Background: an optimization exercise with open tools, aiming at small area. Do not read the settings as production practice. The RTL was checked by simulation tests, not by an equivalence proof against the original design.

==> build 4 <==
==> flow/design.v (excerpt) <==
module instr_fetch_mem #(
  parameter int ADDR_WIDTH  = 64,
  parameter int INSTR_BYTES = 8,
  parameter int DEPTH_BYTES = 256,
  parameter int LOAD_AW     = $clog2(DEPTH_BYTES)
) (
  input  logic                     clk,
  input  logic                     rst,
  input  logic                     req_valid,
  output logic                     req_ready,
  input  logic [ADDR_WIDTH-1:0]    req_pc,
  output logic                     rsp_valid,
  input  logic                     rsp_ready,
  output logic [INSTR_BYTES*8-1:0] rsp_instr,
  output logic [ADDR_WIDTH-1:0]    rsp_pc,
  output logic [1:0]               rsp_fault,
  input  logic                     load_en,
  input  logic [LOAD_AW-1:0]       load_addr,
  input  logic [7:0]               load_data
);
  localparam int ALIGN_BITS = $clog2(INSTR_BYTES);
  localparam int IW         = INSTR_BYTES * 8;
  localparam logic [ADDR_WIDTH-1:0] LAST_PC = ADDR_WIDTH'(DEPTH_BYTES - INSTR_BYTES);
  typedef enum logic {EMPTY = 1'b0, FULL = 1'b1} state_e;
  state_e                state_q, state_d;
  logic [IW-1:0]         instr_q, instr_d;
  logic [ADDR_WIDTH-1:0] pc_q, pc_d;
  logic [1:0]            fault_q, fault_d;
  logic [7:0]            mem [DEPTH_BYTES];
  logic                  accept;
  logic                  misaligned;
  logic                  out_of_range;
  logic [IW-1:0]         read_word;
  assign req_ready    = !rst && !load_en && (state_q == EMPTY || rsp_ready);
  assign accept       = req_valid && req_ready;
  assign misaligned   = |req_pc[ALIGN_BITS-1:0];
  assign out_of_range = req_pc > LAST_PC;
  always_comb begin
    read_word = '0;
  ...
==> module instr_fetch_mem, before the edit <==
module instr_fetch_mem #(
  parameter int ADDR_WIDTH  = 64,
  parameter int INSTR_BYTES = 8,
  parameter int DEPTH_BYTES = 256,
  parameter int LOAD_AW     = $clog2(DEPTH_BYTES)
) (
  input  logic                     clk,
  input  logic                     rst,
  input  logic                     req_valid,
  output logic                     req_ready,
  input  logic [ADDR_WIDTH-1:0]    req_pc,
  output logic                     rsp_valid,
  input  logic                     rsp_ready,
  output logic [INSTR_BYTES*8-1:0] rsp_instr,
  output logic [ADDR_WIDTH-1:0]    rsp_pc,
  output logic [1:0]               rsp_fault,
  input  logic                     load_en,
  input  logic [LOAD_AW-1:0]       load_addr,
  input  logic [7:0]               load_data
);
  localparam int ALIGN_BITS = $clog2(INSTR_BYTES);
  localparam int IW         = INSTR_BYTES * 8;
  localparam logic [ADDR_WIDTH-1:0] LAST_PC = ADDR_WIDTH'(DEPTH_BYTES - INSTR_BYTES);
  typedef enum logic {EMPTY = 1'b0, FULL = 1'b1} state_e;
  state_e                state_q, state_d;
  logic [IW-1:0]         instr_q, instr_d;
  logic [ADDR_WIDTH-1:0] pc_q, pc_d;
  logic [1:0]            fault_q, fault_d;
  logic [7:0]            mem [DEPTH_BYTES];
  logic                  accept;
  logic                  misaligned;
  logic                  out_of_range;
  logic [IW-1:0]         read_word;
  assign req_ready    = !rst && !load_en && (state_q == EMPTY || rsp_ready);
  assign accept       = req_valid && req_ready;
  assign misaligned   = |req_pc[ALIGN_BITS-1:0];
  assign out_of_range = req_pc > LAST_PC;
  always_comb begin
    read_word = '0;
    for (int k = 0; k < INSTR_BYTES; k++) begin
      read_word[8*k +: 8] = mem[req_pc[LOAD_AW-1:0] + LOAD_AW'(k)];
    end
  end
  always_comb begin
    state_d = state_q;
    instr_d = instr_q;
    pc_d    = pc_q;
    fault_d = fault_q;
    if (accept) begin
      state_d = FULL;
      pc_d    = req_pc;
      fault_d = {out_of_range, misaligned};
      instr_d = (misaligned || out_of_range) ? '0 : read_word;
    end else if (state_q == FULL && rsp_ready) begin
      state_d = EMPTY;
    end
  end
  always_ff @(posedge clk) begin
    if (rst) begin
      state_q <= EMPTY;
      instr_q <= '0;
      pc_q    <= '0;
      fault_q <= '0;
    end else begin
      state_q <= state_d;
      instr_q <= instr_d;
      pc_q    <= pc_d;
      fault_q <= fault_d;
    end
  end
  always_ff @(posedge clk) begin
    if (!rst && load_en) begin
      mem[load_addr] <= load_data;
    end
  end
  assign rsp_valid = (state_q == FULL);
  assign rsp_instr = instr_q;
  assign rsp_pc    = pc_q;
  assign rsp_fault = fault_q;
endmodule
==> flow/config.mk <==
export PLATFORM = sky130hd
export DESIGN_NAME = instr_fetch_mem
export DESIGN_NICKNAME = instr_fetch_mem
export VERILOG_FILES = /design/flow/design.v
export SDC_FILE = /design/flow/constraint.sdc
export NUM_CORES = 4
export LEC_CHECK = 0
export CAP_MARGIN = 40
export CORE_MARGIN = 2
export CORE_UTILIZATION = 30
export SLEW_MARGIN = 40
==> flow/constraint.sdc <==
create_clock -name core_clock -period 8.0 [get_ports {clk}]
set_input_delay 1.6000 -clock core_clock [delete_from_list [all_inputs] [get_ports {clk}]]
set_output_delay 1.6000 -clock core_clock [all_outputs]
set_load 0.01 [all_outputs]
run.sh (not shown) runs the stock make flow with config.mk's settings and CLKGATE_MAP_FILE= SYNTH_SCRIPT=/design/flow/synth_recipe.tcl, a recipe that flattens the netlist after the stock synthesis.
==> trial 96 (differences from build 4) <==
==> flow/design.v (replaced) <==
module instr_fetch_mem (
  input  logic        clk,
  input  logic        rst,
  input  logic        req_valid,
  output logic        req_ready,
  input  logic [63:0] req_pc,
  output logic        rsp_valid,
  input  logic        rsp_ready,
  output logic [63:0] rsp_instr,
  output logic [63:0] rsp_pc,
  output logic [1:0]  rsp_fault,
  input  logic        load_en,
  input  logic [7:0]  load_addr,
  input  logic [7:0]  load_data
);
  logic        full_q;
  logic [63:0] instr_q, pc_q;
  logic [1:0]  fault_q;
  logic [7:0]  mem [256];
  logic        cap;
  logic        misaligned, out_of_range;
  logic [31:0] sel;
  logic [63:0] rd;
  assign req_ready    = !rst && !load_en && (!full_q || rsp_ready);
  assign misaligned   = |req_pc[2:0];
  assign out_of_range = |req_pc[63:8] | (&req_pc[7:3] & misaligned);
  assign cap          = !full_q || rsp_ready;
  always_comb begin
    for (int w = 0; w < 32; w++)
      sel[w] = !misaligned && !out_of_range && (req_pc[7:3] == w[4:0]);
    rd = '0;
    for (int w = 0; w < 32; w++)
      for (int k = 0; k < 8; k++)
        rd[8*k +: 8] = rd[8*k +: 8] | (mem[8*w+k] & {8{sel[w]}});
  end
  always_ff @(posedge clk) begin
    if (rst) full_q <= 1'b0;
    else if (req_valid && req_ready) full_q <= 1'b1;
    else if (rsp_ready) full_q <= 1'b0;
  end
  always_ff @(posedge clk) begin
    if (cap) begin
      instr_q <= rd;
      pc_q    <= req_pc;
      fault_q <= {out_of_range, misaligned};
    end
  end
  always_ff @(posedge clk) begin
    if (!rst && load_en) mem[load_addr] <= load_data;
  end
  assign rsp_valid = full_q;
  assign rsp_instr = instr_q;
  assign rsp_pc    = pc_q;
  assign rsp_fault = fault_q;
endmodule
==> flow_summary.json <==
{
  "outcome": "timing/DRC/antenna clean",
  "synthXorXnorAreaFrac_pct": 0,
  "cts_max_level": 4,
  "drive_above_1_share_pct": 13.6,
  "path_delay_family": "buffers and inverters",
  "crit_top_cell": "clkdlybuf4s50_1",
  "grt_pass1_wl_um": 335000,
  "timing.final.ws_setup_ps": 2990,
  "reg2reg_depth": 3,
  "synth_cell_types": 58,
  "path_cells": "clkdlybuf4s50_1, nand2b_4, nor3b_1, clkdlybuf4s50_1",
  "detail_route.wl_per_cell_um": 26.1,
  "fmaxAchievable_mhz": 200,
  "nNetsFinal": 5183,
  "skew_ps": 91.9,
  "dp_hpwl_um": 143000
}
the above is filed under trial 96

==> flow_summary.json <==
{
  "outcome": "timing/DRC/antenna clean",
  "cts_max_level": 5,
  "path_delay_family": "multiplexers",
  "drive_above_1_share_pct": 48.7,
  "fmaxAchievable_mhz": 160,
  "nNetsFinal": 8932,
  "dp_hpwl_um": 545000,
  "crit_top_cell": "mux2i_1",
  "skew_ps": 62.0,
  "grt_pass1_wl_um": 1010000,
  "synth_cell_types": 63,
  "reg2reg_depth": 6
}
the above is filed under build 4

==> port drivers added, routing unchanged <==
In the flow no input, the clock included, has a driving cell. The finished layouts below were timed again as built, in two steps. Step 1 assumes that a clkbuf_16 drives the clock port and a buf_2 every other input. Step 2 also shifts input and output timing later by t, the mid clock arrival at the registers, as if the neighbouring blocks saw the same clock. Three values: ideal, step 1, step 2; two values: the first two.
run	t, ns	slack for setup (ns)	worst slew at a driven data input, ns	pins driven straight from the clock port
build 4	1.094	1.768 / 1.824 / 0.730	0.21	1
trial 96	0.940	2.989 / 2.963 / 2.357	0.15	1
After both steps every run listed still meets setup and hold. The setup slack of build 4, which loses most, moves by +0.056 ns with the drivers and by -1.038 ns with both steps.
